This design comes from an exercise in tuning for small area on the open sky130 flow, not from production work.
The RTL was checked by simulation tests, not by an equivalence proof against the original design.
No activity file was given, so power comes from the tool's default toggle rates.

==> module pcs_decoder, before the edit <==
module pcs_decoder (
	input  logic                 tx_par_clk,
	input  logic                 lock_i,
	input  logic                 hdr_ok_i,
	input  logic [1:0]           sync_i,
	input  logic [PAYLOAD_W-1:0] plain_i,
	output logic                 ctrl_o,
	output logic [PAYLOAD_W-1:0] payload_o
);
localparam logic [PAYLOAD_W-1:0] P_IDLE = {56'h0, BT_IDLE};
logic [7:0]           btype;
logic                 is_data;
logic                 type_ok;
logic                 term_ok;
logic                 idle_ok;
logic                 is_s4;
logic                 pass;
logic                 err;
logic [7:1]           keep;
logic [PAYLOAD_W-1:0] norm;
logic                 ctrl_q;
logic [PAYLOAD_W-1:0] payload_q;
assign btype   = plain_i[7:0];
assign is_data = (sync_i == SYNC_DATA);
assign term_ok = btype[7] && (btype[3] == ^btype[6:4]) && (btype[2] != (btype[5] ^ btype[4]))
	&& (btype[1] != (btype[6] ^ btype[4])) && (btype[0] != (btype[6] ^ btype[5]));
assign idle_ok = (btype == BT_IDLE) && (plain_i[63:8] == 56'h0);
assign type_ok = term_ok || (btype == BT_START0) || (btype == BT_START4) || idle_ok;
assign pass = lock_i && (is_data || (sync_i == SYNC_CTRL && type_ok));
assign err  = lock_i && !(is_data || (sync_i == SYNC_CTRL && type_ok));
assign is_s4 = !btype[7] && btype[0];
always_comb begin
	for (int k = 1; k < 8; k++) begin
		if (k == 4)
			keep[k] = is_data || (btype[6:4] >= 3'(k));
		else if (k < 4)
			keep[k] = is_data || (!is_s4 && (btype[6:4] >= 3'(k)));
		else
			keep[k] = is_data || is_s4 || (btype[6:4] >= 3'(k));
	end
end
always_comb begin
	norm[7:0] = pass ? btype : BT_IDLE;
	for (int k = 1; k < 8; k++)
		norm[8*k +: 8] = (pass && keep[k]) ? plain_i[8*k +: 8] :
			(err ? BLOCK_ERR_P[8*k +: 8] : 8'h00);
end
always_ff @(posedge tx_par_clk) begin
	ctrl_q    <= !(lock_i && is_data);
	payload_q <= ~norm;
end
assign ctrl_o    = ctrl_q;
assign payload_o = payload_q;
endmodule
==> flow/config.mk <==
export PLATFORM = sky130hd
export DESIGN_NAME = pcs_10g_loopback
export DESIGN_NICKNAME = pcs_10g_loopback
export VERILOG_FILES = /design/flow/design.v
export SDC_FILE = /design/flow/constraint.sdc
export NUM_CORES = 4
export LEC_CHECK = 0
export CAP_MARGIN = 20
export CORE_MARGIN = 2
export CORE_UTILIZATION = 55
export SLEW_MARGIN = 20
==> flow/constraint.sdc <==
create_clock -name core_clock -period 6.4 [get_ports {tx_par_clk}]
set_input_delay 1.2800 -clock core_clock [delete_from_list [all_inputs] [get_ports {tx_par_clk}]]
set_output_delay 1.2800 -clock core_clock [all_outputs]
set_load 0.01 [all_outputs]
standard.sh (not shown) runs the stock make flow with config.mk's settings and CLKGATE_MAP_FILE= SYNTH_SCRIPT=/design/flow/synth_recipe.tcl, a recipe that flattens the netlist after the stock synthesis.
==> flow/flow/run.sh <==
#!/bin/bash
# layout flow: the standard flow with an area-oriented ABC mapping script and no
# half-adder extraction, a
# peephole pass that folds inverters into xor/xnor cells, single-drive port
# buffers and a clock tree without dummy loads.
set -euo pipefail
export MY_ABC_SCRIPT=$PWD/flow/area.abc
# the synthesis script: ABC with flow/area.abc, and no half-adder extraction.
{ echo 'proc abc {args} { set i [lsearch $args -script]; lset args [expr {$i+1}] $::env(MY_ABC_SCRIPT); yosys abc {*}$args }'
  echo 'proc extract_fa {args} {}'
  cat synth_recipe.tcl; } > my_synth.tcl
sed "s#SYNTH_SCRIPT=[^ ]*#SYNTH_SCRIPT=$PWD/my_synth.tcl#" standard.sh > my_standard.sh
export BUFFER_PORTS_ARGS="-buffer_cell sky130_fd_sc_hd__buf_1"
export CTS_ARGS="-sink_clustering_enable -repair_clock_nets -dont_use_dummy_load -buf_list sky130_fd_sc_hd__clkbuf_4 -sink_clustering_size 10 -sink_clustering_max_diameter 60"
RES=$PWD/orfs/results/sky130hd/pcs_10g_loopback/base
bash my_standard.sh $RES/1_2_yosys.v > synth.log 2>&1
cp $RES/1_2_yosys.v $RES/1_2_yosys.abc.v
python3 flow/peephole.py $RES/1_2_yosys.abc.v $RES/1_2_yosys.v > peephole.log 2>&1
bash my_standard.sh > standard.log 2>&1
Other scripts of this flow, unchanged in this note and not shown: flow/flow/area.abc, flow/flow/peephole.py
Then changed:
--- a/flow/design.v
+++ b/flow/design.v
@@ -134,5 +134,4 @@
 logic                 term_ok;
 logic                 idle_ok;
-logic                 is_s4;
 logic                 pass;
 logic                 err;
@@ -147,15 +146,14 @@
 assign idle_ok = (btype == BT_IDLE) && (plain_i[63:8] == 56'h0);
 assign type_ok = term_ok || (btype == BT_START0) || (btype == BT_START4) || idle_ok;
-assign pass = lock_i && (is_data || (sync_i == SYNC_CTRL && type_ok));
-assign err  = lock_i && !(is_data || (sync_i == SYNC_CTRL && type_ok));
-assign is_s4 = !btype[7] && btype[0];
+assign pass = lock_i && hdr_ok_i && (is_data || type_ok);
+assign err  = lock_i && !(hdr_ok_i && (is_data || type_ok));
 always_comb begin
 	for (int k = 1; k < 8; k++) begin
-		if (k == 4)
-			keep[k] = is_data || (btype[6:4] >= 3'(k));
-		else if (k < 4)
-			keep[k] = is_data || (!is_s4 && (btype[6:4] >= 3'(k)));
+		if (is_data)
+			keep[k] = 1'b1;
+		else if (btype[7])
+			keep[k] = (btype[6:4] >= 3'(k));
 		else
-			keep[k] = is_data || is_s4 || (btype[6:4] >= 3'(k));
+			keep[k] = !btype[0] || (k >= 5);
 	end
 end
The new run finished clean. Wire length is about the same. Cell count rose slightly. Total power stays flat. Cell area barely changes. Worst hold slack loses 9.3 ps.

[re-timing with driven ports]
In the flow no input, the clock included, has a driving cell. The finished layouts below were timed again as built, in two steps.
Step 1, drivers: a clkbuf_16 drives tx_par_clk and a buf_2 each remaining input, both assumed.
Step 2 moves the port delays by t, midway between the first and last clock arrival at a register: inputs arrive t later, outputs are due t later. That takes back most of the time a late clock gives input paths.
Slacks: no drivers / after step 1 / after step 2; pairs: no drivers / after step 1.
run	t (ns)	slack for setup (ns)	clock arrival spread, ns	slew at the worst register clock pin (ns)
the first run	0.670	2.025 / 2.042 / 1.372	0.065 / 0.066	0.12 / 0.12
the second run	0.664	2.047 / 2.067 / 1.403	0.071 / 0.070	0.12 / 0.12
After both steps setup and hold are still met in every run listed. For the first run, which loses most, drivers alone change the setup slack by +0.017 ns; drivers and shift together by -0.653 ns.
